From an optimization exercise on the open Yosys and OpenROAD flow, aimed at small area; shortcuts taken in it are not production practice.
Where RTL was checked, it was by simulation tests only, not by an equivalence proof against the original.
For run 4, only the layout was checked, not whether the RTL still works.
Power figures rest on the tool's default switching activity, not on a simulated workload.

===== config.mk =====
export PLATFORM = sky130hd
export DESIGN_NAME = pe_array_sequencer
export DESIGN_NICKNAME = pe_array_sequencer
export VERILOG_FILES = /design/flow/design.v
export SDC_FILE = /design/flow/constraint.sdc
export NUM_CORES = 4
export LEC_CHECK = 0
export CAP_MARGIN = 20
export CORE_MARGIN = 2
export CORE_UTILIZATION = 55
export PLACE_DENSITY = 0.65
export SLEW_MARGIN = 20
export SYNTH_HIERARCHICAL = 1

===== design.v =====
package pe_pkg;
    typedef enum logic [4:0] {
        MADD     = 5'd0,
        MSUB     = 5'd1,
        MMUL     = 5'd2,
        MSQR     = 5'd3,
        NTT      = 5'd4,
        INTT     = 5'd5,
        BFLY_CT  = 5'd6,
        BFLY_GS  = 5'd7,
        DCP1     = 5'd8,
        DCP3     = 5'd9,
        DCP4     = 5'd10,
        DCP5     = 5'd11,
        DCP10    = 5'd12,
        DCP11    = 5'd13,
        HINT     = 5'd14,
        USE_HINT = 5'd15,
        CMP_1    = 5'd16,
        CMP_2    = 5'd17,
        CMP_3    = 5'd18,
        CMP_4    = 5'd19,
        CMP_5    = 5'd20,
        CMP_6    = 5'd21,
        CMP_7    = 5'd22,
        CMP_8    = 5'd23,
        CMP_9    = 5'd24,
        CMP_10   = 5'd25,
        CMP_11   = 5'd26
    } pe_instr_t;
    typedef enum logic [4:0] {
        KEM_512  = 5'd0,
        KEM_768  = 5'd1,
        KEM_1024 = 5'd2,
        DSA_44   = 5'd3,
        DSA_65   = 5'd4,
        DSA_87   = 5'd5
    } pe_alg_t;
endpackage
module pe_result_fifo #(
    parameter int W = 8
) (
    input  logic [W-1:0] a0,
    input  logic         s0,
    input  logic [W-1:0] a1,
    input  logic         s1,
    input  logic [W-1:0] a2,
    input  logic         s2,
    output logic [W-1:0] y
);
    assign y = ~((a0 & {W{s0}}) | (a1 & {W{s1}}) | (a2 & {W{s2}}));
endmodule
module pe_result_fifo_top #(
    parameter int W = 8
) (
    input  logic [W-1:0] a0,
    input  logic         s0,
    input  logic [W-1:0] a2,
    input  logic         s2,
    output logic [W-1:0] y
);
    assign y = ~((a0 & {W{s0}}) | (a2 & {W{s2}}));
endmodule
module pe_array_sequencer #(
    parameter int WIDTH      = 24,
    parameter int NUM        = 4,
    parameter int IN_NUM     = 3,
    parameter int OUT_NUM    = 2,
    parameter int LAT        = 3,
    parameter int FIFO_DEPTH = 8
) (
    input  logic                                   clk,
    input  logic                                   rst,
    input  logic                                   cmd_valid,
    output logic                                   cmd_ready,
    input  logic [4:0]                             cmd_instr,
    input  logic [4:0]                             cmd_alg,
    input  logic [15:0]                            cmd_len,
    input  logic                                   in_valid,
    output logic                                   in_ready,
    input  logic [NUM*IN_NUM*WIDTH-1:0]            in_data,
    output logic [4:0]                             pe_instr,
    output logic [4:0]                             pe_alg,
    output logic [NUM*IN_NUM*WIDTH-1:0]            pe_data_in,
    input  logic [NUM*OUT_NUM*WIDTH-1:0]           pe_data_out,
    output logic                                   out_valid,
    input  logic                                   out_ready,
    output logic [NUM*OUT_NUM*WIDTH-1:0]           out_data,
    output logic                                   busy,
    output logic                                   done
);
    localparam int CW = $clog2(FIFO_DEPTH) + 1;
    localparam int OW = NUM*OUT_NUM*WIDTH;
    localparam int D  = FIFO_DEPTH;
    typedef enum logic [1:0] {IDLE, RUN, DRAIN} state_t;
    state_t        state;
    logic [15:0]   beats_left;
    logic [LAT:0]  vld_pipe;
    logic [CW:0]   credit;       
    logic [CW-1:0] fifo_count;
    logic          in_fire, push, do_pop, drain_done;
    assign push      = vld_pipe[LAT];
    always_comb begin
        credit = (CW+1)'(fifo_count);
        for (int i = 0; i <= LAT; i++) credit = credit + (CW+1)'(vld_pipe[i]);
    end
    assign out_valid = (fifo_count != '0);
    assign do_pop    = out_ready && out_valid;
    assign cmd_ready = (state == IDLE);
    assign busy      = (state != IDLE);
    assign in_ready  = (state == RUN) && (credit < (CW+1)'(FIFO_DEPTH));
    assign in_fire   = in_valid && in_ready;
    assign drain_done = (state == DRAIN) && (vld_pipe == '0) &&
                        ((fifo_count == '0) || ((fifo_count == CW'(1)) && out_ready));
    always_ff @(posedge clk) pe_data_in <= in_data;
    always_ff @(posedge clk or negedge rst) begin
        if (!rst) begin
            state      <= IDLE;
            beats_left <= '0;
            vld_pipe   <= '0;
            fifo_count <= '0;
            pe_instr   <= pe_pkg::MADD;
            pe_alg     <= pe_pkg::KEM_512;
            done       <= 1'b0;
        end else begin
            done     <= 1'b0;
            vld_pipe <= {vld_pipe[LAT-1:0], in_fire};
            if (push && !do_pop)      fifo_count <= fifo_count + 1'b1;
            else if (!push && do_pop) fifo_count <= fifo_count - 1'b1;
            case (state)
                IDLE: if (cmd_valid) begin
                    pe_instr   <= cmd_instr;
                    pe_alg     <= cmd_alg;
                    beats_left <= cmd_len;
                    state      <= (cmd_len == 16'd0) ? DRAIN : RUN;
                end
                RUN: if (in_fire) begin
                    beats_left <= beats_left - 16'd1;
                    if (beats_left == 16'd1) state <= DRAIN;
                end
                DRAIN: if (drain_done) begin
                    done  <= 1'b1;
                    state <= IDLE;
                end
                default: state <= IDLE;
            endcase
        end
    end
    logic [OW-1:0] mem [D];
    logic [OW-1:0] nxt [D];
    logic [D-1:0]  inv;
    logic [CW-1:0] wpos;
    logic [D-1:0]  wr, sh, hd;    
    assign wpos = fifo_count - CW'(do_pop);
    always_comb begin
        for (int i = 0; i < D; i++) begin
            wr[i] = push && (wpos == CW'(i));
            sh[i] = do_pop && !wr[i];
            hd[i] = !do_pop && !wr[i];
        end
    end
    for (genvar i = 0; i < D - 1; i++) begin : g_row
        pe_result_fifo #(.W(OW)) u_row (
            .a0 (mem[i]),      .s0 (hd[i]),
            .a1 (mem[i+1]),    .s1 (sh[i]),
            .a2 (pe_data_out), .s2 (wr[i]),
            .y  (nxt[i])
        );
    end
    pe_result_fifo_top #(.W(OW)) u_row_top (
        .a0 (mem[D-1]),    .s0 (hd[D-1]),
        .a2 (pe_data_out), .s2 (wr[D-1]),
        .y  (nxt[D-1])
    );
    always_ff @(posedge clk) begin
        for (int i = 0; i < D; i++) mem[i] <= nxt[i];
        for (int i = 0; i < D - 1; i++)
            inv[i] <= ~((inv[i] & hd[i]) | (inv[i+1] & sh[i]));
        inv[D-1] <= ~(inv[D-1] & hd[D-1]);
    end
    assign out_data = mem[0] ^ {OW{inv[0]}};
endmodule

===== standard.sh =====
#!/bin/bash
# synth_recipe.tcl (not shown) runs the flow's synth.tcl, then flattens the netlist and writes it again
# the make line also repeats each setting of config.mk as NAME=value (left out here)
make -C /OpenROAD-flow-scripts/flow DESIGN_CONFIG=/design/flow/config.mk WORK_HOME=/design/flow/orfs CLKGATE_MAP_FILE= SYNTH_SCRIPT=/design/flow/synth_recipe.tcl "${@:-finish}"

===== flow/run.sh =====
#!/bin/bash
# Standard ORFS layout, with plain buf_1 cells as the port buffers and a
# clock tree of clkbuf_8 leaf clusters without dummy loads.
set -euo pipefail
export BUFFER_PORTS_ARGS="-buffer_cell sky130_fd_sc_hd__buf_1"
export CTS_ARGS="-sink_clustering_enable -repair_clock_nets -sink_clustering_size 20 -sink_clustering_max_diameter 55 -buf_list sky130_fd_sc_hd__clkbuf_8 -dont_use_dummy_load"
bash standard.sh finish > flow_make.log 2>&1

===== constraint.sdc =====
create_clock -name core_clock -period 6.0 [get_ports {clk}]
set_input_delay 1.2000 -clock core_clock [delete_from_list [all_inputs] [get_ports {clk}]]
set_output_delay 1.2000 -clock core_clock [all_outputs]
set_load 0.01 [all_outputs]

==> impl_metrics.csv, run 1 <==
group,metric,value,unit
worst_setup_path,worstSetupEndpointType,"register",
clock_tree,clkLatencyLatePin,870,ps
worst_setup_path,required,6670,ps
worst_setup_path,crit_chain,"inv_1 > ha_1 > or3b_2 > nand2_1 > buf_4 > inv_2 > ha_1 > ha_1 > nor2b_1 > a22o_1 > a21oi_4 > buf_4 > a222oi_1",
clock_tree,post-cts-setup-buffers,0,
power_and_ir_drop,p_leak,22.7,nW
floorplanning,die_area,0.112,sq mm
synthesis,synth_top_family_by_area,"compound AO/OA/AOI/OAI gates",
floorplanning,ios,1006,
worst_setup_path,cp_max_fo,50,
synthesis,syn_inst,4362,
detailed_routing,top_layer,"met5",
synthesis,synth_top_area_cell,"dfxtp_1",
clock_tree,clk_path_buf_depth,3,
power_and_ir_drop,power.density,629,mW/mm^2
worst_setup_path,crit_top_cell,"ha_1",
detailed_routing,firstDrtPassIters,13,
timing,tns,0,ps
timing,finClkSkew,70.2,ps
grt,first_global_vias,42700,
synthesis,synth_nets,4885,
synthesis,synth_enable_flop_cells,0,
detailed_routing,vias_per_cell,7.31,
detailed_routing,met1Wirelength,81.0,mm
worst_setup_path,setup.worst_path.start_class,"register",
min_path,hp-class,"register to register",
timing,timing.hold.ws,392,ps
outcome,outcome,"timing/DRC/antenna clean",
clock_tree,clk_pin_slew_worst_paths,90,ps
worst_setup_path,cp_slowest_stage_delay,930,ps
detailed_routing,drt-wirelength-per-cell,32.0,um
worst_setup_path,cp.arrival,5500,ps
timing,slew_violations,0,
detailed_routing,wl_met2,95.1,mm
timing,final.period_utilization,0.806,
synthesis,synthArstFlopShare,0.0198,
synthesis,yosysSeqAreaShare,0.624,
synthesis,ys_ff_latch,1869,
floorplanning,die_y,335,um
timing,finalHoldViolations,0,
grt,grt_pass1_wl,296,mm
timing,worst_pin_slew,1190,ps
flow_run,cap_violations,0,
detailed_routing,route.detailed.drc,0,
finish,nets,5577,
synthesis,synth_compound_area_frac,0.256,
timing,max_freq,207,MHz
timing,slew_headroom,0.205,
synthesis,yosysTopAreaCellShare,0.609,
clock_tree,cts_buffers,141,
detailed_routing,dr_total_vias,47500,
detailed_routing,drtAntennaViolNets,0,
worst_setup_path,crit_slowest_cell,"a21oi_4",
clock_tree,numClockSinks,1869,
synthesis,yosys.area_share.simple,0.0105,
clock_tree,cts_tree,"built",
clock_tree,cts_resized,0,
clock_tree,cts_root_buf,"clkbuf_8",
floorplanning,core,0.109,sq mm
timing,rsz0062_at_grt,"no",
timing,fin_crit,4840,ps
detailed_routing,met3_length,23.1,mm
finish,areaGrowthSynthToFinish,6.96,%
synthesis,ys_dominant_reg_cell,"dfxtp_1",
floorplanning,start_util,0.554,
finish,layout-drive-gt1-share,0.0483,
synthesis,ys_types,52,
synthesis,avgSynthCellArea,13.8,sq um
floorplanning,die_w,335,um
clock_tree,htreeDepth,4,
clock_tree,ctsHoldBuffers,0,
detailed_routing,routed_wl,208,mm
synthesis,synth_xor_xnor_area_share,0.0286,
synthesis,synthAdderAreaFrac,0.00262,
worst_setup_path,path_class,"register to register",
power_and_ir_drop,vdd.ir_drop.worst,0.000432,V
grt,grt_max_degree,166,
grt,grt_use_total,0.347,
timing,setup_viol,0,
synthesis,synthMuxAreaShare,0.00127,
synthesis,synth_warnings,10,
detailed_routing,detail_route.iter0.violations,10500,
floorplanning,rows,121,
placed_design,portBuffers,1005,
grt,grt_overflow,0,
worst_setup_path,reg2reg_setup_slack,1160,ps
synthesis,syn_area,0.0603,sq mm
placed_design,hpwl,123,mm
synthesis,ys_top_cells_by_area,"dfxtp_1 61%, a222oi_1 22%, buf_6 6.0%, xor2_1 2.8%, a22oi_1 2.5%",
grt,antenna_found_initial,53,
placed_design,place_congestion,1.02,
## registers in the layout, summed over array words and instances, names as in the netlist
register,cells
inv,8
pe_instr,5
pe_data_in,288
beats_left,16
mem,1536
done,1
pe_alg,5
vld_pipe,4
state,2
fifo_count,4
## synth_stat cells (9+ instances only)
| master | n |
|---|---|
| nand3_1 | 9 |
| nor2_1 | 27 |
| nor4_1 | 9 |
| dfxtp_1 | 1832 |
| a21oi_1 | 28 |
| o21ai_0 | 12 |
| inv_1 | 9 |
| xor2_1 | 194 |
| ha_1 | 11 |
| a222oi_1 | 1344 |
| dfrtp_1 | 37 |
| clkbuf_1 | 32 |
| a22oi_1 | 197 |
| nand2_1 | 46 |
| buf_2 | 164 |
| buf_6 | 321 |
## worst paths after layout
path,from,endpoint,depth (start not counted)
hold / removal,mem[7][0],mem[6][0],1
min in group asynchronous,rst,fifo_count[1],1
setup reg to reg,fifo_count[1],mem[5][180],13
max in group asynchronous,rst,beats_left[13],1
hold reg to reg,mem[7][0],mem[6][0],1
setup / recovery,fifo_count[1],mem[5][180],13
## metrics by stage
step                utilization  instance area, sq um  power [W]  cells  setup WS, ps
floorplan                     -                 60300     0.0304   4362          2660
global placement          0.574                 62400     0.0341   6325          1210
detailed placement        0.574                 62400     0.0346   6325          1170
CTS                       0.592                 64400     0.0403   6466          1240
global route              0.593                 64400     0.0425   6494           887
finish                    0.593                 64400     0.0405   6503          1160
## critical path, delay by kind of cell (launching register included)
kind,cells,cell delay (ps)
fa+ha+maj,3,620
buf+inv,4,1200
flops,1,470
compound gates,3,1630
simple gates,3,710
## kinds of logic after synthesis
logic type      Yosys count
simple gates            127
buf+inv                 532
compound gates         1618
xor+xnor                197
mux                       7
flops                  1869
fa+ha+maj                12
## area by class of cell
type                            instances  area [sq um]
Antenna cell                           37          92.6
Clock buffer                          141          1940
Fill cell                            9268         44300
Inverter                               10          37.5
Multi-Input combinational cell       1961         18300
Sequential cell                      1869         37600
Tap cell                             1414          1770
Timing Repair Buffer                 1071          4740
## cell usage in the layout, fill, tap and decap left out, types with 11 or more instances in the layout
master,n
dfrtp_1,37
buf_12,38
buf_1,1004
a22oi_1,197
o21ai_0,12
clkbuf_8,141
ha_1,11
a222oi_1,1344
a21oi_4,15
dfxtp_1,1831
nor2_1,21
diode_2,37
buf_4,28
nand2_1,46
xor2_1,194
a21oi_1,13
## where the power goes
| part | leakage [nW] | switching, W | internal, W |
|---|---|---|---|
| registers | 15.9 | 0.00320 | 0.0182 |
| clock network | 1.01 | 0.00379 | 0.00211 |
| logic | 5.76 | 0.00747 | 0.00575 |
## per-layer routing
metal	vias up	track usage
met1	24000	0.473
met4	12	0.143
met2	3057	0.537
met5	-	0
met3	339	0.0741
li1	20100	-
==> inputs of run 2 (changes only) <==
--- a/design.v
+++ b/design.v
@@ -113,9 +113,12 @@
     assign drain_done = (state == DRAIN) && (vld_pipe == '0) &&
                         ((fifo_count == '0) || ((fifo_count == CW'(1)) && out_ready));
+    always_ff @(posedge clk) begin
+        if (state == IDLE) beats_left <= cmd_len;
+        else if (in_fire)  beats_left <= beats_left - 16'd1;
+    end
     always_ff @(posedge clk) pe_data_in <= in_data;
     always_ff @(posedge clk or negedge rst) begin
         if (!rst) begin
             state      <= IDLE;
-            beats_left <= '0;
             vld_pipe   <= '0;
             fifo_count <= '0;
@@ -132,9 +135,7 @@
                     pe_instr   <= cmd_instr;
                     pe_alg     <= cmd_alg;
-                    beats_left <= cmd_len;
                     state      <= (cmd_len == 16'd0) ? DRAIN : RUN;
                 end
                 RUN: if (in_fire) begin
-                    beats_left <= beats_left - 16'd1;
                     if (beats_left == 16'd1) state <= DRAIN;
                 end
--- a/config.mk
+++ b/config.mk
@@ -8,6 +8,6 @@
 export CAP_MARGIN = 20
 export CORE_MARGIN = 2
-export CORE_UTILIZATION = 55
-export PLACE_DENSITY = 0.65
+export CORE_UTILIZATION = 65
+export PLACE_DENSITY = 0.72
 export SLEW_MARGIN = 20
 export SYNTH_HIERARCHICAL = 1
==> run 2 against run 1 <==
Net effect:
- synthesized area shrank 0.18%
- largest cell class unchanged
- fmax up 1.7%
- register-to-register slack gained 170 ps
- routed wire length is 8.4% lower
- worst setup slack better by 79 ps
- clock skew fell by 5.5 ps
- sequential cell count did not move
- final cell count is 4.3% lower
- critical path depth is 7 lower
- first-iteration DRC count increased by 2.3%
- via count decreased by 0.73%
==> impl_metrics.csv, run 2 <==
group,metric,value,unit
worst_setup_path,endpoint,"in_ready",
finish,fillers,6974,
worst_setup_path,reg2reg_setup_slack,1330,ps
synthesis,yosysTopAreaCellShare,0.610,
timing,rsz0062_at_grt,"no",
timing,final.period_utilization,0.793,
timing,finalHoldViolations,0,
synthesis,yosysSeqAreaShare,0.626,
synthesis,synth_warnings,10,
clock_tree,clk_path_buf_depth,3,
detailed_routing,detail_route.iter0.violations,10800,
grt,first_global_vias,42400,
detailed_routing,dr_total_vias,47200,
worst_setup_path,setup.worst_path.start_class,"register",
timing,finClkSkew,64.7,ps
synthesis,avgSynthCellArea,13.9,sq um
floorplanning,die_area,0.0950,sq mm
timing,timing.hold.ws,331,ps
synthesis,syn_inst,4315,
synthesis,syn_area,0.0601,sq mm
worst_setup_path,cp_max_fo,10,
power_and_ir_drop,power.density,637,mW/mm^2
floorplanning,rows,111,
synthesis,ys_ff_latch,1869,
timing,worst_pin_slew,1060,ps
synthesis,synth_nets,4838,
clock_tree,clk_pin_slew_worst_paths,110,ps
detailed_routing,route.detailed.drc,0,
clock_tree,cts_tree,"built",
flow_run,cap_violations,0,
synthesis,synth_most_common_cell,"dfxtp_1",
synthesis,netlist_top_cells_count,"1,832 x dfxtp_1, 1,344 x a222oi_1, 321 x buf_6",
floorplanning,ios,1006,
placed_design,portBuffers,1005,
power_and_ir_drop,vdd.ir_drop.worst,0.000578,V
worst_setup_path,worstSetupEndpointType,"primary output",
placed_design,hpwl,107,mm
floorplanning,die_y,308,um
synthesis,synth_top_area_cell,"dfxtp_1",
detailed_routing,drt-wirelength-per-cell,30.6,um
clock_tree,post-cts-setup-buffers,0,
timing,slew_headroom,0.291,
outcome,outcome,"timing/DRC/antenna clean",
power_and_ir_drop,p_leak,22.5,nW
detailed_routing,vias_per_cell,7.58,
worst_setup_path,required,4800,ps
timing,setup_viol,0,
timing,fin_crit,4760,ps
worst_setup_path,startpoint,"vld_pipe[3]",
finish,largest_reg_flops,1536,
synthesis,synth_enable_flop_cells,16,
synthesis,ys_dominant_reg_cell,"dfxtp_1",
clock_tree,ctsHoldBuffers,0,
min_path,hp-class,"primary input to async pin",
clock_tree,clkLatencyLatePin,870,ps
grt,grt_use_total,0.375,
synthesis,ys_top_cells_by_area,"dfxtp_1 61%, a222oi_1 22%, buf_6 6.0%, xor2_1 2.9%, a22oi_1 2.4%",
detailed_routing,firstDrtPassIters,13,
synthesis,ys_types,52,
finish,areaGrowthSynthToFinish,6.29,%
detailed_routing,routed_wl,191,mm
timing,tns,0,ps
detailed_routing,drtAntennaViolNets,0,
synthesis,synthArstFlopShare,0.0112,
timing,slew_violations,0,
worst_setup_path,cp.arrival,3560,ps
worst_setup_path,r2r_end,"mem[3][12]",
clock_tree,cts_buffers,135,
clock_tree,cts_root_buf,"clkbuf_8",
worst_setup_path,reg2reg_from,"fifo_count[0]",
grt,grt_pass1_wl,275,mm
floorplanning,core,0.0917,sq mm
grt,grt_overflow,0,
finish,nets,5528,
worst_setup_path,path_class,"register to primary output",
finish,mostFrequentLayoutCells,"1,831 x dfxtp_1, 1,344 x a222oi_1, 1,005 x buf_1",
timing,max_freq,210,MHz
clock_tree,cts_resized,0,
finish,layout-drive-gt1-share,0.0488,
placed_design,place_congestion,1.00,
finish,mostFrequentLayoutCell,"dfxtp_1",
clock_tree,htreeDepth,4,
floorplanning,die_w,308,um
finish,top_register,"mem",
worst_setup_path,reg2regPathDepth,13,
finish,reg_top3,"mem (1536), pe_data_in (288), beats_left (16)",
grt,grt_max_degree,145,
floorplanning,start_util,0.656,
clock_tree,numClockSinks,1869,
grt,antenna_found_initial,38,
-- run 2: cell types whose count changed after synthesis, sizes merged, moves of 8 or more --
cell	change
a21oi	-9
o21ai	+8
edfxtp	+16
mux2	+10
dfrtp	-16
nand2	-23
xor2	+8
-- run 2: worst min path at each step --
stage | start | end | slack [ps]
floorplan | vld_pipe[2] | vld_pipe[3] | 370
CTS | rst | done | 280
detailed placement | vld_pipe[2] | vld_pipe[3] | 390
global placement | vld_pipe[2] | vld_pipe[3] | 380
global route | rst | vld_pipe[3] | 330
finish | rst | done | 330
-- run 2: final cells by class --
class                      instances  area (sq um)  area share
sequential                      1869         37700       0.589
multi-input combinational       1921         18100       0.283
timing repair buffer            1068          4670      0.0731
clock buffer                     135          1860      0.0291
tap                             1186          1480      0.0232
antenna                           35          87.6     0.00137
inverter                          10          37.5    0.000587
-- run 2: stage by stage --
stage               cell area (sq um)  total power [W]  utilization  cells  setup WS [ps]
finish                          63900           0.0407        0.697   6224           1240
CTS                             63800           0.0404        0.696   6189           1170
detailed placement              62000           0.0349        0.676   6054           1280
global placement                62000           0.0343        0.676   6054           1360
floorplan                       60100           0.0309            -   4315           2540
global route                    63900           0.0425        0.697   6221           1100
-- run 2: cell families (layout without fill, tap and decap cells) --
| family | count (synthesis) | count (layout) | share of synthesized area |
|---|---|---|---|
| adder cells (fa/ha/maj) | 12 | 12 | 0.00262 |
| AO/OA/AOI/OAI | 1590 | 1590 | 0.253 |
| buffers and inverters | 525 | 1213 | 0.0762 |
| multiplexers | 16 | 16 | 0.00297 |
| other | 0 | 35 | 0 |
| XOR/XNOR | 207 | 207 | 0.0301 |
| flip-flops | 1869 | 1869 | 0.626 |
| AND/OR/NAND/NOR | 96 | 96 | 0.00878 |
-- run 2: routing by layer --
metal / share of wire / GRT usage
met5: 0.00031 / 0
met2: 0.47 / 0.590
met4: 0.040 / 0.161
met1: 0.37 / 0.499
met3: 0.12 / 0.0829
-- run 2: where the power goes --
| part | switching (W) | internal, W | total, W |
|---|---|---|---|
| clock | 0.00370 | 0.00203 | 0.00572 |
| sequential | 0.00327 | 0.0183 | 0.0216 |
| combinational | 0.00750 | 0.00587 | 0.0134 |
-- run 2: critical path: stages (launching register included) --
cell      delay (ps)
dfrtp_1          630
fa_1             500
ha_1             290
a211oi_1         290
nor2_1           100
nor4b_1          680
buf_1            230
==> inputs of run 3 (changes only) <==
--- a/design.v
+++ b/design.v
@@ -113,12 +113,9 @@
     assign drain_done = (state == DRAIN) && (vld_pipe == '0) &&
                         ((fifo_count == '0) || ((fifo_count == CW'(1)) && out_ready));
-    always_ff @(posedge clk) begin
-        if (state == IDLE) beats_left <= cmd_len;
-        else if (in_fire)  beats_left <= beats_left - 16'd1;
-    end
     always_ff @(posedge clk) pe_data_in <= in_data;
     always_ff @(posedge clk or negedge rst) begin
         if (!rst) begin
             state      <= IDLE;
+            beats_left <= '0;
             vld_pipe   <= '0;
             fifo_count <= '0;
@@ -135,7 +132,9 @@
                     pe_instr   <= cmd_instr;
                     pe_alg     <= cmd_alg;
+                    beats_left <= cmd_len;
                     state      <= (cmd_len == 16'd0) ? DRAIN : RUN;
                 end
                 RUN: if (in_fire) begin
+                    beats_left <= beats_left - 16'd1;
                     if (beats_left == 16'd1) state <= DRAIN;
                 end
==> run.sh (new file) <==
#!/bin/bash
# synth_recipe.tcl (not shown) runs the flow's synth.tcl, then flattens the netlist and writes it again
# the make line also repeats each setting of config.mk as NAME=value (left out here)
make -C /OpenROAD-flow-scripts/flow DESIGN_CONFIG=/design/flow/config.mk WORK_HOME=/design/flow/orfs CLKGATE_MAP_FILE= SYNTH_SCRIPT=/design/flow/synth_recipe.tcl finish
--- a/config.mk
+++ b/config.mk
@@ -8,6 +8,9 @@
 export CAP_MARGIN = 20
 export CORE_MARGIN = 2
-export CORE_UTILIZATION = 65
-export PLACE_DENSITY = 0.72
+export CORE_UTILIZATION = 55
+export CTS_BUF_LIST = sky130_fd_sc_hd__clkbuf_8
+export CTS_CLUSTER_DIAMETER = 55
+export CTS_CLUSTER_SIZE = 20
+export PLACE_DENSITY = 0.65
 export SLEW_MARGIN = 20
 export SYNTH_HIERARCHICAL = 1
removed: flow/run.sh
removed: standard.sh
==> run 3 against run 2 <==
Net effect:
- sequential power about the same
- final area up 13%
- combinational power up 15%
- still clean on timing, DRC and antenna
==> impl_metrics.csv, run 3 <==
group,metric,value,unit
outcome,outcome,"timing/DRC/antenna clean",
clock_tree,clk_pin_slew_worst_paths,110,ps
timing,worst_pin_slew,1120,ps
timing,max_freq,214,MHz
detailed_routing,firstDrtPassIters,13,
finish,mostFrequentLayoutCells,"1,831 x dfxtp_1, 1,344 x a222oi_1, 1,004 x clkdlybuf4s50_1",
synthesis,synth_top_area_cell,"dfxtp_1",
clock_tree,numClockSinks,1869,
synthesis,ys_dominant_reg_cell,"dfxtp_1",
floorplanning,rows,121,
synthesis,yosysSeqAreaShare,0.624,
synthesis,synthArstFlopShare,0.0198,
flow_run,cap_violations,0,
clock_tree,cts_root_buf,"clkbuf_8",
detailed_routing,dr_total_vias,47900,
detailed_routing,detail_route.iter0.violations,10700,
placed_design,hpwl,131,mm
timing,slew_violations,0,
power_and_ir_drop,power.density,612,mW/mm^2
detailed_routing,drtAntennaViolNets,0,
finish,fillers,8279,
finish,layout-drive-gt1-share,0.0733,
synthesis,synth_enable_flop_cells,0,
worst_setup_path,cp_max_fo,131,
placed_design,place_congestion,0.943,
finish,reg_top3,"mem (1536), pe_data_in (288), beats_left (16)",
clock_tree,cts_resized,0,
timing,setup_viol,0,
worst_setup_path,setup.worst_path.start_class,"register",
worst_setup_path,worstSetupEndpointType,"register",
timing,final.period_utilization,0.778,
synthesis,avgSynthCellArea,13.8,sq um
synthesis,synth_warnings,10,
power_and_ir_drop,vdd.ir_drop.worst,0.000395,V
grt,grt_use_total,0.355,
synthesis,syn_inst,4362,
floorplanning,core,0.109,sq mm
worst_setup_path,required,6710,ps
synthesis,synth_most_common_cell,"dfxtp_1",
finish,multi_input_area,0.0183,sq mm
detailed_routing,drt-wirelength-per-cell,31.8,um
floorplanning,die_area,0.112,sq mm
grt,grt_max_degree,143,
clock_tree,ctsHoldBuffers,0,
detailed_routing,route.detailed.drc,0,
finish,nets,5619,
synthesis,ys_ff_latch,1869,
finish,seqCellArea,0.0376,sq mm
clock_tree,clk_path_buf_depth,3,
clock_tree,clkLatencyLatePin,880,ps
finish,mostFrequentLayoutCell,"dfxtp_1",
detailed_routing,routed_wl,211,mm
worst_setup_path,crit_slowest_cell,"a21oi_4",
clock_tree,post-cts-setup-buffers,0,
synthesis,netlist_top_cells_count,"1,832 x dfxtp_1, 1,344 x a222oi_1, 321 x buf_6",
timing,rsz0062_at_grt,"no",
timing,fin_crit,4670,ps
finish,top_register,"mem",
clock_tree,cts_buffers,143,
worst_setup_path,cp_slowest_stage_delay,880,ps
worst_setup_path,crit_top_cell,"ha_1",
grt,first_global_vias,44300,
power_and_ir_drop,finalPower,0.0444,W
clock_tree,cts_tree,"built",
worst_setup_path,reg2regPathDepth,12,
placed_design,portBuffers,1005,
floorplanning,start_util,0.554,
finish,largest_reg_flops,1536,
power_and_ir_drop,p_leak,26.3,nW
worst_setup_path,cp.arrival,5370,ps
synthesis,yosysTopAreaCellShare,0.609,
floorplanning,ios,1006,
min_path,hp-class,"register to register",
grt,antenna_found_initial,51,
clock_tree,htreeDepth,4,
timing,finalHoldViolations,0,
floorplanning,die_y,335,um
worst_setup_path,path_class,"register to register",
timing,tns,0,ps
worst_setup_path,crit_chain,"inv_1 > ha_1 > or3b_2 > nand2_1 > buf_4 > inv_2 > ha_1 > ha_1 > and3_1 > a21oi_4 > buf_12 > a222oi_1",
synthesis,ys_types,52,
min_path,whs_path_depth,1,
timing,slew_headroom,0.251,
floorplanning,die_w,335,um
synthesis,syn_area,0.0603,sq mm
synthesis,synth_nets,4885,
grt,grt_pass1_wl,303,mm
synthesis,ys_top_cells_by_area,"dfxtp_1 61%, a222oi_1 22%, buf_6 6.0%, xor2_1 2.8%, a22oi_1 2.5%",
detailed_routing,vias_per_cell,7.20,
grt,grt_overflow,0,
finish,areaGrowthSynthToFinish,20.3,%
timing,finClkSkew,45.9,ps
[run 3: changes by cell type in the layout (fill, tap and decap cells not counted), moves of 19 or more]
cell,change
nand2_1,+23
buf_4,+23
buf_1,-1005
clkdlybuf4s50_1,+1004
clkbuf_8,+22
buf_12,+19
clkinv_4,+19
[run 3: power breakdown]
part           internal (W)  switching [W]  leakage (nW)
logic               0.00796        0.00744          8.77
clock network       0.00317        0.00432          1.64
registers            0.0182        0.00329          15.9
total                0.0293         0.0151          26.3
[run 3: stage by stage]
stage / cells / area, sq um / setup slack [ps] / hold WS, ps / util
floorplan: 4362 / 60300 / 2660 / 375 / -
finish: 6654 / 72500 / 1330 / 432 / 0.667
global route: 6647 / 72500 / 1140 / 458 / 0.667
global placement: 6364 / 69200 / 1070 / 389 / 0.636
detailed placement: 6364 / 69200 / 1040 / 409 / 0.636
CTS: 6612 / 72400 / 1230 / 416 / 0.666
[run 3: layout make-up]
class	count	share of cell area
antenna	41	0.00142
clock buffer	157	0.0298
sequential	1869	0.519
tap	1414	0.0244
clock inverter	91	0.0142
timing repair buffer	1111	0.159
multi-input combinational	1961	0.252
inverter	10	0.000518
[run 3: layer usage]
metal | track usage | vias to the layer above | wire length [um]
li1 | - | 20300 | -
met1 | 0.462 | 24000 | 79600
met2 | 0.563 | 3181 | 98100
met3 | 0.0774 | 388 | 23800
met4 | 0.167 | 10 | 9830
met5 | 0 | - | 61
[run 3: cell families (layout without fill, tap and decap cells)]
group / Yosys count / in the layout / synth area share
other cells: 0 / 41 / 0
fa+ha+maj: 12 / 12 / 0.00262
buf+inv: 532 / 1369 / 0.0767
mux: 7 / 7 / 0.00127
xor+xnor: 197 / 197 / 0.0286
compound gates: 1618 / 1618 / 0.256
simple gates: 127 / 127 / 0.0105
flops: 1869 / 1869 / 0.624
[run 3: critical path, delay by kind of cell, from the launching register on]
family	cells	cell delay [ps]
adder cells (fa/ha/maj)	3	760
buffers and inverters	4	1170
AND/OR/NAND/NOR	3	850
flip-flops	1	480
AO/OA/AOI/OAI	2	1130
[run 3: final timing paths]
kind | slack [ps] | to | startpoint
min | 430 | mem[3][185] | mem[4][185]
min reg2reg | 430 | mem[3][185] | mem[4][185]
max | 1330 | mem[0][156] | fifo_count[1]
min in group asynchronous | 470 | beats_left[10] | rst
max reg2reg | 1330 | mem[0][156] | fifo_count[1]
max in group asynchronous | 4960 | beats_left[1] | rst
==> inputs of run 4 (changes only) <==
--- a/design.v
+++ b/design.v
@@ -97,17 +97,13 @@
     logic [15:0]   beats_left;
     logic [LAT:0]  vld_pipe;
-    logic [CW:0]   credit;       
+    logic [CW-1:0] credit;       
     logic [CW-1:0] fifo_count;
     logic          in_fire, push, do_pop, drain_done;
     assign push      = vld_pipe[LAT];
-    always_comb begin
-        credit = (CW+1)'(fifo_count);
-        for (int i = 0; i <= LAT; i++) credit = credit + (CW+1)'(vld_pipe[i]);
-    end
     assign out_valid = (fifo_count != '0);
     assign do_pop    = out_ready && out_valid;
     assign cmd_ready = (state == IDLE);
     assign busy      = (state != IDLE);
-    assign in_ready  = (state == RUN) && (credit < (CW+1)'(FIFO_DEPTH));
+    assign in_ready  = (state == RUN) && !credit[CW-1];
     assign in_fire   = in_valid && in_ready;
     assign drain_done = (state == DRAIN) && (vld_pipe == '0) &&
@@ -119,4 +115,5 @@
             beats_left <= '0;
             vld_pipe   <= '0;
+            credit     <= '0;
             fifo_count <= '0;
             pe_instr   <= pe_pkg::MADD;
@@ -126,4 +123,6 @@
             done     <= 1'b0;
             vld_pipe <= {vld_pipe[LAT-1:0], in_fire};
+            if (in_fire && !do_pop)      credit <= credit + 1'b1;
+            else if (!in_fire && do_pop) credit <= credit - 1'b1;
             if (push && !do_pop)      fifo_count <= fifo_count + 1'b1;
             else if (!push && do_pop) fifo_count <= fifo_count - 1'b1;
==> flow/run.sh (new file) <==
#!/bin/bash
# Standard ORFS layout, with plain buf_1 cells as the port buffers.
set -euo pipefail
export BUFFER_PORTS_ARGS="-buffer_cell sky130_fd_sc_hd__buf_1"
bash standard.sh finish > flow_make.log 2>&1
==> standard.sh (new file) <==
#!/bin/bash
# synth_recipe.tcl (not shown) runs the flow's synth.tcl, then flattens the netlist and writes it again
# the make line also repeats each setting of config.mk as NAME=value (left out here)
make -C /OpenROAD-flow-scripts/flow DESIGN_CONFIG=/design/flow/config.mk WORK_HOME=/design/flow/orfs CLKGATE_MAP_FILE= SYNTH_SCRIPT=/design/flow/synth_recipe.tcl "${@:-finish}"
--- a/config.mk
+++ b/config.mk
@@ -9,6 +9,6 @@
 export CORE_MARGIN = 2
 export CORE_UTILIZATION = 55
-export CTS_BUF_LIST = sky130_fd_sc_hd__clkbuf_8
-export CTS_CLUSTER_DIAMETER = 55
+export CTS_BUF_LIST = sky130_fd_sc_hd__clkbuf_4 sky130_fd_sc_hd__clkbuf_8
+export CTS_CLUSTER_DIAMETER = 60
 export CTS_CLUSTER_SIZE = 20
 export PLACE_DENSITY = 0.65
removed: run.sh
==> run 4 against run 3 <==
Net effect:
- still clean on timing, DRC and antenna
- non-clock buffer count down 18
- via count down 1.2%
- final area decreased by 9.2%
- critical path depth grew 3
- core utilization down 6.2 points
- global-route usage is 1.8 points lower
- routed wire length fell by 4.4%
- count of clock-buffer cells in the layout grew 6
- worst setup slack got worse by 99 ps
- synthesized area rose by 0.22%
- hold slack got worse by 46 ps
- largest cell class unchanged
- highest routed layer unchanged
==> impl_metrics.csv, run 4 <==
group,metric,value,unit
detailed_routing,firstDrtPassIters,15,
detailed_routing,detail_route.iter0.violations,9523,
synthesis,synth_nets,4883,
clock_tree,cts_root_buf,"clkbuf_8",
synthesis,yosysTopAreaCellShare,0.607,
timing,timing.hold.ws,387,ps
grt,grt_max_degree,160,
finish,areaGrowthSynthToFinish,9.06,%
synthesis,yosysSeqAreaShare,0.624,
worst_setup_path,startpoint,"fifo_count[1]",
clock_tree,cts_resized,0,
clock_tree,cts_buffers,134,
synthesis,ys_ff_latch,1873,
power_and_ir_drop,power.density,637,mW/mm^2
timing,slew_violations,0,
finish,nets,5591,
power_and_ir_drop,clockPowerShare,0.171,
worst_setup_path,r2r_end,"mem[5][99]",
grt,first_global_vias,43500,
grt,antenna_found_initial,46,
timing,setup_viol,0,
finish,fillers,9105,
grt,grt_use_total,0.336,
timing,slew_headroom,0.223,
power_and_ir_drop,switchingPower,0.0148,W
flow_run,cap_violations,0,
finish,reg_top3,"mem (1536), pe_data_in (288), beats_left (16)",
grt,grt_pass1_wl,290,mm
placed_design,place_congestion,0.967,
detailed_routing,routed_wl,202,mm
floorplanning,ios,1006,
synthesis,syn_inst,4360,
synthesis,syn_area,0.0604,sq mm
clock_tree,ctsHoldBuffers,0,
clock_tree,clkLatencyLatePin,870,ps
floorplanning,core,0.109,sq mm
detailed_routing,dr_total_vias,47300,
worst_setup_path,required,6690,ps
timing,worst_pin_slew,1170,ps
floorplanning,die_y,335,um
worst_setup_path,crit_slowest_cell,"a21oi_4",
clock_tree,htreeDepth,4,
detailed_routing,drt-wirelength-per-cell,30.6,um
worst_setup_path,cp_max_fo,96,
worst_setup_path,setup.worst_path.start_class,"register",
finish,utilization,0.605,
floorplanning,die_area,0.112,sq mm
detailed_routing,vias_per_cell,7.16,
clock_tree,cts_tree,"built",
timing,max_freq,210,MHz
min_path,whs_endpoint,"vld_pipe[2]",
timing,fin_crit,4770,ps
finish,top_register,"mem",
synthesis,synthArstFlopShare,0.0219,
synthesis,ys_dominant_reg_cell,"dfxtp_1",
min_path,hold_start,"vld_pipe[1]",
worst_setup_path,reg2reg_from,"fifo_count[1]",
power_and_ir_drop,p_int,0.0271,W
clock_tree,numClockSinks,1873,
power_and_ir_drop,p_leak,23.3,nW
worst_setup_path,cp.arrival,5450,ps
worst_setup_path,crit_top_cell,"ha_1",
synthesis,ys_types,54,
synthesis,synth_enable_flop_cells,0,
floorplanning,rows,121,
placed_design,hpwl,121,mm
clock_tree,clk_path_buf_depth,3,
finish,mostFrequentLayoutCell,"dfxtp_1",
worst_setup_path,path_class,"register to register",
clock_tree,clk_pin_slew_worst_paths,110,ps
finish,largest_reg_flops,1536,
worst_setup_path,cp_slowest_stage_delay,880,ps
worst_setup_path,reg2regPathDepth,15,
power_and_ir_drop,power_frac_seq,0.513,
synthesis,synth_top_area_cell,"dfxtp_1",
detailed_routing,drtAntennaViolNets,0,
min_path,whs_path_depth,0,
timing,tns,0,ps
timing,final.period_utilization,0.794,
worst_setup_path,worstSetupEndpointType,"register",
worst_setup_path,crit_chain,"inv_1 > ha_1 > or3b_2 > nand2_1 > buf_4 > inv_2 > ha_1 > ha_1 > nor2b_1 > a21oi_1 > o22ai_1 > buf_4 > a21oi_4 > buf_12 > a222oi_1",
floorplanning,start_util,0.555,
clock_tree,post-cts-setup-buffers,0,
timing,rsz0062_at_grt,"no",
outcome,outcome,"timing/DRC/antenna clean",
finish,mostFrequentLayoutCells,"1,831 x dfxtp_1, 1,344 x a222oi_1, 1,004 x buf_1",
timing,finalHoldViolations,0,
min_path,hp-class,"register to register",
floorplanning,die_w,335,um
synthesis,synth_warnings,10,
synthesis,synth_most_common_cell,"dfxtp_1",
detailed_routing,route.detailed.drc,0,
power_and_ir_drop,comb_power_share,0.317,
synthesis,netlist_top_cells_count,"1,832 x dfxtp_1, 1,344 x a222oi_1, 320 x buf_6",
power_and_ir_drop,switching_share,0.354,
grt,grt_overflow,0,
placed_design,portBuffers,1005,
finish,layout-drive-gt1-share,0.0709,
synthesis,ys_top_cells_by_area,"dfxtp_1 61%, a222oi_1 22%, buf_6 6.0%, xor2_1 2.8%, a22oi_1 2.4%",
synthesis,avgSynthCellArea,13.8,sq um
power_and_ir_drop,vdd.ir_drop.worst,0.000342,V
timing,finClkSkew,37.1,ps
worst_setup_path,reg2reg_setup_slack,1230,ps
-- run 4: how the worst max path moves through the flow --
stage | to | cells after the start | slack (ps)
after floorplan | mem[0][100] | 12 | 2520
after global placement | mem[5][91] | 13 | 1250
after detailed placement | mem[5][88] | 13 | 1230
after CTS | mem[5][88] | 15 | 1360
after global routing | mem[5][88] | 15 | 1070
final | mem[5][99] | 15 | 1230
-- run 4: metrics by stage --
step	std cells	setup slack [ps]	instance area, sq um	power (W)
floorplan	4360	2520	60400	0.0306
global placement	6346	1250	62800	0.0343
detailed placement	6346	1230	62800	0.0348
CTS	6573	1360	65800	0.0418
global route	6603	1070	65800	0.0440
finish	6610	1230	65900	0.0420
-- run 4: metal layers --
metal	vias to the layer above	GRT usage	wire [um]
li1	20200	-	-
met1	23900	0.437	77400
met4	12	0.144	8290
met5	-	0.0113	230
met3	334	0.0775	22400
met2	2866	0.537	93900
-- run 4: power groups by stage --
stage               Combinational [W]  Sequential [W]  Clock [W]
floorplan                     0.00991          0.0207          0
global placement               0.0128          0.0215          0
detailed placement             0.0131          0.0217          0
CTS                            0.0131          0.0214    0.00726
global route                   0.0142          0.0221    0.00772
finish                         0.0133          0.0215    0.00716
-- run 4: cells by family (layout without fill, tap and decap cells) --
family	Yosys count	count (layout)	share of synthesized area
DFF	1873	1873	0.624
AOI/OAI and AO/OA	1622	1622	0.255
buffers and inverters	530	1329	0.0761
xor gates and xnor gates	198	198	0.0287
and+or+nand+nor	107	107	0.00947
muxes	18	18	0.00332
adders and majority gates	12	12	0.00261
other	0	37	0
-- run 4: worst max-delay path, delay by kind of cell (launching register included) --
| family | cells | cell delay (ps) |
|---|---|---|
| AO/OA/AOI/OAI | 4 | 1370 |
| buffers and inverters | 5 | 1230 |
| AND/OR/NAND/NOR | 3 | 750 |
| adder cells (fa/ha/maj) | 3 | 680 |
| flip-flops | 1 | 450 |
-- run 4: final cells by class --
class | count | area [sq um] | share of cell area
repair buffers | 1093 | 5000 | 0.0759
inverters | 9 | 33.8 | 0.000513
clock buffers | 163 | 2190 | 0.0333
multi-input cells | 1957 | 18300 | 0.278
clock inverters | 64 | 736 | 0.0112
flip-flops and latches | 1873 | 37700 | 0.573
well taps | 1414 | 1770 | 0.0269
diodes | 37 | 92.6 | 0.00141

[port drivers added, routing unchanged]
No port has a modelled driver above. Below, the same layouts with a new extraction and two added sets of constraints. Step 1: set_driving_cell puts a clkbuf_16 on clk and a buf_2 on each other input, an assumption about the parent block. Step 2 adds t to the input delays and takes it off the output delays; t is the mean of the earliest and latest rising clock arrival at the registers after step 1. Input paths then give back, and output paths get back, about the clock's delay inside the block. Three values: no drivers, after step 1, after step 2; two values: the first two.
run | shift t [ns] | setup WS [ns] | clock arrival spread, ns
run 1 | 0.892 | 1.161 / 1.161 / 1.064 | 0.092 / 0.092
run 2 | 0.905 | 1.240 / 1.172 / 1.182 | 0.067 / 0.067
run 3 | 0.930 | 1.333 / 1.316 / 0.943 | 0.053 / 0.053
run 4 | 0.918 | 1.234 / 1.234 / 1.107 | 0.043 / 0.043
After both steps setup and hold are still met in every run listed. For run 3, which loses most, drivers alone change the setup slack by -0.017 ns; drivers and shift together by -0.390 ns.
